Background: an optimization exercise with open tools, aiming at small area, a short achievable clock period and few clock cycles per item. Do not read the settings as production practice. RTL that was checked went through simulation tests only; none was proved equivalent to the original.

==> flow/design.v <==
`default_nettype none
module kalman_filter_mc #(
    parameter int DW    = 13,
    parameter int CH    = 3,
    parameter int CW    = 2,
    parameter int FRAC  = 12,
    parameter int Q_DEF = 1,
    parameter int R_DEF = 64,
    parameter int B     = 3           
) (
    input  logic              clk,
    input  logic              rst_n,
    input  logic              cfg_we,
    input  logic [DW-2:0]     q_cfg,
    input  logic [DW-2:0]     r_cfg,
    input  logic              clr,
    input  logic              in_valid,
    output logic              in_ready,
    input  logic [CW-1:0]     in_ch,
    input  logic signed [DW-1:0] in_data,
    output logic              out_valid,
    output logic [CW-1:0]     out_ch,
    output logic signed [DW-1:0] out_data
);
    localparam int PW  = DW - 1;            
    localparam int KW  = FRAC + 1;          
    localparam int DNW = PW + 2;            
    localparam int NIT = FRAC / B;          
    logic [PW-1:0] r_q, r_r;         
    logic [PW-1:0] r_qe, r_re;       
    logic          r_dirty;          
    logic signed [DW-1:0] r_x  [CH];
    logic [PW-1:0]        r_p  [CH];
    logic [CH-1:0]        r_seeded;
    logic [CH-1:0]        r_kv;         
    logic [KW-1:0]        r_m_k;        
    logic [PW-1:0]        r_m_pn;       
    logic [PW-1:0]        r_m_p;
    logic                 w_m_fx;       
    logic                 r_s_valid;
    logic [CW-1:0]        r_s_ch;
    logic signed [DW-1:0] r_s_z;
    logic                 r_in_ready;
    logic                 r_in_ready_o;     
    logic                 r_out_valid;
    logic [CW-1:0]        r_out_ch;
    logic signed [DW-1:0] r_out_data;
    logic                 r_e_busy;     
    logic                 r_e_mul;      
    logic [CW-1:0]        r_e_ch;
    logic [3:0]           r_e_cnt;
    logic [PW-1:0]        r_e_pf;
    logic [DNW-1:0]       r_e_den;
    logic [DNW-1:0]       r_e_rem;
    logic                 r_e_q12;
    logic [FRAC-1:0]      r_e_q;
    logic                 r_e_dz;       
    logic [CH-1:0]        r_s_oh;       
    logic [CH-1:0]        r_xsel;       
    logic                 r_ksel;       
    logic                 r_zsel;       
    logic                 r_csel;       
    logic                 w_s_seeded, w_s_kv, w_fire;
    logic signed [DW-1:0] w_ma, w_mb, w_msum;
    logic [FRAC-1:0]      w_k;
    logic signed [DW:0]   w_innov;
    logic signed [FRAC+DW+1:0] w_acc;
    always_comb begin
        w_s_seeded = |(r_s_oh & r_seeded);
        w_s_kv     = |(r_s_oh & r_kv);
        w_fire     = r_s_valid && !r_e_mul && (!w_s_seeded || w_s_kv);
        w_mb       = (DW'(r_e_pf) & {DW{r_e_mul}}) | (r_s_z & {DW{r_zsel}});
        w_k        = (r_e_q & {FRAC{r_e_mul}}) | (r_m_k[FRAC-1:0] & {FRAC{r_ksel}});
        for (int c = 0; c < CH; c++) begin
            w_mb    = w_mb | (r_x[c] & {DW{r_xsel[c]}});
        end
        w_ma       = r_s_z & {DW{!r_csel}};
        w_innov    = (DW+1)'(w_ma) - (DW+1)'(w_mb);
        w_acc      = $signed({w_mb, {FRAC{r_csel}}}) + $signed({1'b0, w_k}) * w_innov;
        w_msum     = w_acc[FRAC+DW-1:FRAC];
    end
    logic [DNW-1:0] w_rem [B+1];
    logic [B-1:0]   w_qb;
    logic [DNW:0]   w_t   [B];
    logic           w_e_last;
    logic [FRAC-1:0] w_e_q;
    logic [PW-1:0]  w_e_pn;
    always_comb begin
        w_rem[0] = r_e_rem;
        for (int i = 0; i < B; i++) begin
            w_t[i] = {w_rem[i], 1'b0} - {1'b0, r_e_den};
            w_qb[B-1-i] = !w_t[i][DNW] && !r_e_dz;
            w_rem[i+1]  = w_qb[B-1-i] ? w_t[i][DNW-1:0] : {w_rem[i][DNW-2:0], 1'b0};
        end
        w_e_last = (r_e_cnt == 1);
        w_e_q    = {r_e_q[FRAC-1-B:0], w_qb};
        w_e_pn   = w_msum[PW-1:0] & {PW{!r_e_q12}};
        w_m_fx   = (r_m_pn == r_m_p);
    end
    logic           w_l_go;
    logic [PW-1:0]  w_l_p;
    logic [PW:0]    w_l_psum;
    logic [PW-1:0]  w_l_pf;
    logic [DNW-1:0] w_l_den;
    logic           w_l_r0;
    logic           w_inval;
    logic           w_e_done;
    logic [PW-1:0]  w_e_p;
    logic [CH-1:0]  w_e_oh, w_peq;
    always_comb begin
        w_inval  = r_in_ready && r_dirty;
        w_e_done = r_e_mul;
        w_l_go   = r_s_valid && w_s_seeded && !w_s_kv && !r_e_busy && !r_e_mul && !w_inval;
        w_l_p    = '0;
        w_e_p    = '0;
        for (int c = 0; c < CH; c++) begin
            w_e_oh[c] = (r_e_ch == CW'(c));
            w_l_p = w_l_p | (r_p[c] & {PW{r_s_oh[c]}});
            w_e_p = w_e_p | (r_p[c] & {PW{w_e_oh[c]}});
        end
        for (int c = 0; c < CH; c++)
            w_peq[c] = (r_p[c] == w_e_p);
        w_l_psum = {1'b0, w_l_p} + {1'b0, r_qe};
        w_l_pf   = w_l_psum[PW] ? '1 : w_l_psum[PW-1:0];
        w_l_den  = DNW'(w_l_pf) + DNW'(r_re);
        w_l_r0   = (r_re == '0);
    end
    logic [CH-1:0] w_seeded_n, w_kv_n, w_ok_n;
    logic          w_e_abort, w_e_mul_n;
    always_comb begin
        w_e_abort = w_inval || (w_fire && !w_s_seeded && r_s_ch == r_e_ch);
        w_e_mul_n = r_e_busy && w_e_last && !w_e_abort;
        for (int c = 0; c < CH; c++) begin
            w_seeded_n[c] = r_seeded[c] && !clr;
            w_kv_n[c]     = r_kv[c];
            if (w_e_done)
                w_kv_n[c] = !w_e_abort && w_peq[c];
            if (w_fire && r_s_ch == CW'(c)) begin
                w_seeded_n[c] = 1'b1;
                w_kv_n[c]     = w_s_seeded && w_m_fx;
            end
            if (w_inval)
                w_kv_n[c] = 1'b0;
            w_ok_n[c] = !w_e_mul_n && (!w_seeded_n[c] || w_kv_n[c]);
        end
    end
    logic w_rdy_n, w_rdy_o_n;
    always_comb begin
        if (r_in_ready)
            w_rdy_n = !in_valid || in_ch == 2'd3 || w_ok_n[in_ch];
        else
            w_rdy_n = !r_s_valid || w_fire || w_ok_n[r_s_ch];
        w_rdy_o_n = w_ok_n[r_in_ready ? in_ch : r_s_ch];
        if (r_in_ready ? (!in_valid || in_ch == 2'd3) : (!r_s_valid || w_fire))
            w_rdy_o_n = 1'b1;
    end
    logic [CH-1:0] w_oh_n, w_xsel_n;
    logic          w_k12_n, w_ksel_n;
    always_comb begin
        w_k12_n  = r_e_mul ? r_e_q12 : r_m_k[FRAC];
        w_ksel_n = |(w_oh_n & w_seeded_n) && !w_e_mul_n;
        for (int c = 0; c < CH; c++) begin
            w_oh_n[c]   = r_in_ready ? (in_ch == CW'(c)) : r_s_oh[c];
            w_xsel_n[c] = w_oh_n[c] && w_seeded_n[c] && !w_e_mul_n && !w_k12_n;
        end
    end
    always_ff @(posedge clk or negedge rst_n) begin
        if (!rst_n) begin
            r_qe        <= PW'(Q_DEF);
            r_re        <= PW'(R_DEF);
            r_dirty     <= 1'b0;
            r_seeded    <= '0;
            r_kv        <= '0;
            r_s_valid   <= 1'b0;
            r_in_ready  <= 1'b0;
            r_in_ready_o <= 1'b0;
            r_out_valid <= 1'b0;
            r_e_busy    <= 1'b0;
            r_e_mul     <= 1'b0;
        end else begin
            if (r_in_ready) begin
                if (r_dirty) begin
                    r_qe <= r_q;
                    r_re <= r_r;
                end
                r_dirty <= cfg_we;
            end else if (cfg_we) begin
                r_dirty <= 1'b1;
            end
            r_seeded    <= w_seeded_n;
            r_kv        <= w_kv_n;
            r_out_valid <= w_fire;
            if (r_in_ready)
                r_s_valid <= in_valid && (in_ch != 2'd3);
            else
                r_s_valid <= r_s_valid && !w_fire;
            r_in_ready <= w_rdy_n;
            r_in_ready_o <= w_rdy_o_n;
            if (w_l_go) begin
                r_e_busy <= 1'b1;
                r_e_mul  <= 1'b0;
            end else if (w_e_abort) begin
                r_e_busy <= 1'b0;
                r_e_mul  <= 1'b0;
            end else if (r_e_busy && w_e_last) begin
                r_e_busy <= 1'b0;
                r_e_mul  <= 1'b1;
            end else if (w_e_done) begin
                r_e_mul  <= 1'b0;
            end
        end
    end
    always_ff @(posedge clk) begin
        if (cfg_we) begin
            r_q <= q_cfg;
            r_r <= r_cfg;
        end
        if (r_in_ready) begin
            r_s_z  <= in_data;
            r_s_ch <= in_ch;
        end
        for (int c = 0; c < CH; c++)
            if (w_fire && r_s_oh[c]) begin
                r_x[c] <= w_msum;
                r_p[c] <= w_s_seeded ? r_m_pn : r_re;
            end
        r_out_ch   <= r_s_ch;
        r_out_data <= w_msum;
        r_s_oh     <= w_oh_n;
        r_xsel     <= w_xsel_n;
        r_ksel     <= w_ksel_n;
        r_zsel     <= !w_e_mul_n && !(|w_xsel_n);
        r_csel     <= !(|w_xsel_n);
        if (w_e_done) begin
            r_m_k  <= {r_e_q12, r_e_q};
            r_m_pn <= w_e_pn;
            r_m_p  <= w_e_p;
        end
        if (w_l_go) begin
            r_e_ch  <= r_s_ch;
            r_e_cnt <= 4'(NIT);
            r_e_pf  <= w_l_pf;
            r_e_den <= w_l_den;
            r_e_dz  <= (w_l_den == '0);
            r_e_rem <= w_l_r0 ? '0 : DNW'(w_l_pf);
            r_e_q12 <= w_l_r0 && w_l_pf != '0;
        end else begin
            r_e_cnt <= r_e_cnt - 1'b1;
            r_e_rem <= w_rem[B];
            if (r_e_busy)
                r_e_q <= w_e_q;
        end
    end
    assign in_ready  = r_in_ready_o;
    assign out_valid = r_out_valid;
    assign out_ch    = r_out_ch;
    assign out_data  = r_out_data;
endmodule
`default_nettype wire
clock: 50.0 ns
lec_check: 0
cap_margin: 20
core_margin: 2
core_utilization: 40
cts_cluster_diameter: 300
cts_cluster_size: 26
slew_margin: 20
standard.sh (not shown) runs the stock make flow with config.mk's settings and CLKGATE_MAP_FILE= SYNTH_SCRIPT=/design/flow/synth_recipe.tcl, a recipe that flattens the netlist after the stock synthesis.
==> flow/flow/run.sh <==
#!/bin/bash
set -euo pipefail
bash standard.sh "BUFFER_PORTS_ARGS=-buffer_cell sky130_fd_sc_hd__buf_2" finish > flow_make.log 2>&1
The first run completed with no timing, DRC or antenna violations.
Testbench counts at the start, summed over its fixed seeds: cycles 13,630, items 12,000.
Next try:
==> flow/flow/run.sh (replaced) <==
#!/bin/bash
set -euo pipefail
bash standard.sh "BUFFER_PORTS_ARGS=-buffer_cell sky130_fd_sc_hd__buf_4" finish > flow_make.log 2>&1
Settings changed: CTS_CLUSTER_SIZE 26 to 20.
What happened: The changed run finished with timing, DRC and antenna clean. Global-route usage came out lower by 0.18 points. Via count came out higher by 1.4%. Non-clock buffer count came out lower by 2. Area after synthesis is unchanged. Final area came out higher by 0.87%. Worst setup slack improved by 0.0064 ns.
Next try:
==> flow/flow/run.sh (replaced) <==
#!/bin/bash
set -euo pipefail
bash standard.sh "BUFFER_PORTS_ARGS=-buffer_cell sky130_fd_sc_hd__buf_2" finish > flow_make.log 2>&1
=> Die area is unchanged; area after synthesis stays the same; final area goes down by 0.61%; wire length goes down by 0.37%; worst hold slack is better by 0.0038 ns; via count goes down by 1.5%.

========
Setup of the baseline:
Another version of the RTL of kalman_filter_mc (not shown whole).
Size in the first run: about 2,300 cells after synthesis, roughly 320 flip-flops, ~61 I/O pins.
// kalman_filter_mc
module kalman_filter_mc #(
    parameter int DW    = 13,
    parameter int CH    = 3,
    parameter int CW    = 2,
    parameter int FRAC  = 12,
    parameter int Q_DEF = 1,
    parameter int R_DEF = 64,
    parameter int B     = 2           
) (
    input  logic              clk,
    input  logic              rst_n,
    input  logic              cfg_we,
    input  logic [DW-2:0]     q_cfg,
    input  logic [DW-2:0]     r_cfg,
    input  logic              clr,
    input  logic              in_valid,
    output logic              in_ready,
    input  logic [CW-1:0]     in_ch,
    input  logic signed [DW-1:0] in_data,
    output logic              out_valid,
    output logic [CW-1:0]     out_ch,
    output logic signed [DW-1:0] out_data
);
make LEC_CHECK=0 ABC_CLOCK_PERIOD_IN_PS=6000 CAP_MARGIN=20 CORE_MARGIN=2 CORE_UTILIZATION=40 SLEW_MARGIN=20 finish   # period 50.0 ns
run.sh (not shown) runs the stock make flow with config.mk's settings and CLKGATE_MAP_FILE= SYNTH_SCRIPT=/design/flow/synth_recipe.tcl, a recipe that flattens the netlist after the stock synthesis.
Stock flow here: none of the scripts above is used.
The baseline was carried through to the last stage, and its layout satisfied the timing, DRC and antenna checks.
The inputs of the candidate differ from those of the baseline as listed below.
Settings: changing ABC_CLOCK_PERIOD_IN_PS from 6000 to 10000.
## What came out
- The insertion delay of the later-clocked pin in the worst-skew pair was comparable across the candidate and the baseline.
- Status: row count parity (the baseline, the candidate)
- The baseline -> the candidate: number of antenna violations at the first check in global routing delta 0, exact match
- From the baseline to the candidate, headroom to the max-slew limit did not move at all.
- From the baseline to the candidate the numbers moved as follows: ratio of routed vias to standard cells essentially unchanged; number of cells traversed by the worst register-to-register path essentially unchanged; share of post-route cells with drive strength above 1 essentially unchanged.
- The sequential fraction of the synthesis area on the baseline is in line with that on the candidate.
- Diff the candidate..the baseline | simple-gate share of the synthesized area | unchanged
No run of this note included a check of the RTL's function; only the layout flow was run.

========
Another version of the RTL of kalman_filter_mc (not shown whole).
Size in the first run: ~1,900 cells after synthesis, roughly 270 flip-flops, ~61 I/O pins, ~21,000 sq um of cells after synthesis.
export LEC_CHECK = 0
export CAP_MARGIN = 20
export CORE_MARGIN = 2
export CORE_UTILIZATION = 40
export SLEW_MARGIN = 20
create_clock -name core_clock -period 50.0 [get_ports {clk}]
standard.sh (not shown) runs the stock make flow with config.mk's settings and CLKGATE_MAP_FILE= SYNTH_SCRIPT=/design/flow/synth_recipe.tcl, a recipe that flattens the netlist after the stock synthesis.
==> flow/flow/run.sh <==
#!/bin/bash
set -euo pipefail
bash standard.sh "BUFFER_PORTS_ARGS=-buffer_cell sky130_fd_sc_hd__buf_4" finish > flow_make.log 2>&1
Testbench counts at the start, summed over its fixed seeds: cycles 13,630, items 12,000.
Then changed:
Settings changed: CTS_CLUSTER_DIAMETER set to 300, CTS_CLUSTER_SIZE set to 20.
Result: Clock-buffer cell count goes down by 8. Cell area goes down by a few percent. Setup slack is about the same. Register-to-register slack is about the same. Die area stays the same.

========
kalman_filter_mc, a different RTL version from the one above (not shown whole).
Size: about 2100 cells after synthesis, about 310 flip-flops, ~61 I/O pins, about 22000 µm² of cells after synthesis.
==> flow/config.mk <==
export PLATFORM = sky130hd
export DESIGN_NAME = kalman_filter_mc
export DESIGN_NICKNAME = kalman_filter_mc
export VERILOG_FILES = /design/flow/design.v
export SDC_FILE = /design/flow/constraint.sdc
export NUM_CORES = 4
export LEC_CHECK = 0
export CAP_MARGIN = 20
export CORE_MARGIN = 2
export CORE_UTILIZATION = 40
export CTS_BUF_LIST = sky130_fd_sc_hd__clkbuf_8
export CTS_CLUSTER_SIZE = 30
export SLEW_MARGIN = 20
==> flow/constraint.sdc <==
create_clock -name core_clock -period 50.0 [get_ports {clk}]
set_input_delay 10.0000 -clock core_clock [delete_from_list [all_inputs] [get_ports {clk}]]
set_output_delay 10.0000 -clock core_clock [all_outputs]
set_load 0.01 [all_outputs]
Scripts as last shown in full above: flow/flow/run.sh
The first run completed without violations.
Testbench counts at the start, summed over its fixed seeds: cycles 13,158, items 12,000.
==> next run, changes <==
Settings changed: CORE_UTILIZATION 40 to 65, CTS_BUF_LIST sky130_fd_sc_hd__clkbuf_8 to default, CTS_CLUSTER_SIZE 30 to default.
Effect: Flip-flop and latch count does not change. Core utilization rose by 27 points. Cell count drops by 10%.
==> next run, changes <==
Settings changed: CORE_UTILIZATION 65 to 40.
- routed wire length is higher by about 3.2%
- register-to-register slack is better by 0.40 ns
- final area is higher by about 2%
==> next run, changes <==
Settings changed: CTS_BUF_LIST from default to sky130_fd_sc_hd__clkbuf_4.
Result: The new run produced a clean layout. Critical path depth stays the same. Clock-buffer cell count is higher by 86. Setup slack is worse by 0.25 ns.

## static timing again, ports no longer ideal
The results above use ideal ports. As a check the final layouts listed here were re-extracted and re-timed, cells and wires unchanged.
Step 1 sets driving cells, clkbuf_16 on the clock port and buf_2 on the other inputs (assumed; they add their load-dependent delay and slew).
Step 2 times the ports against the registers' clock, not the clock port: input delays grow and output delays shrink by t, the midpoint of the rising clock arrivals with the driver on.
Slacks: no drivers / after step 1 / after step 2; pairs: no drivers / after step 1.
run	t, ns	slack for setup (ns)	hold slack, ns	worst setup path at the end
the first run of note 1	0.553	38.958 / 38.911 / 38.786	0.468 / 0.468 / 0.468	input to register
the second run of note 1	0.551	38.965 / 38.915 / 38.720	0.462 / 0.462 / 0.462	input to register
the third run of note 1	0.562	38.951 / 38.899 / 38.781	0.466 / 0.466 / 0.466	input to register
the baseline	0.600	37.349 / 37.349 / 37.349	0.469 / 0.469 / 0.469	register to register
the candidate	0.600	37.349 / 37.349 / 37.349	0.469 / 0.469 / 0.469	register to register
the first run of note 3	0.606	38.659 / 38.659 / 38.649	0.462 / 0.462 / 0.462	input to register
the second run of note 3	0.558	38.659 / 38.659 / 38.659	0.468 / 0.468 / 0.468	register to register
the first run of note 4	0.689	38.884 / 38.831 / 38.790	0.452 / 0.452 / 0.452	input to register
the second run of note 4	0.581	38.958 / 38.903 / 38.877	0.469 / 0.469 / 0.469	input to register
the third run of note 4	0.607	38.960 / 38.904 / 38.865	0.450 / 0.450 / 0.450	input to register
the fourth run of note 4	0.835	38.713 / 38.663 / 38.860	0.428 / 0.428 / 0.428	input to register
After both steps every run listed still meets setup and hold. The setup slack of the second run of note 1, which loses most, moves by -0.050 ns with the drivers and by -0.245 ns with both steps.
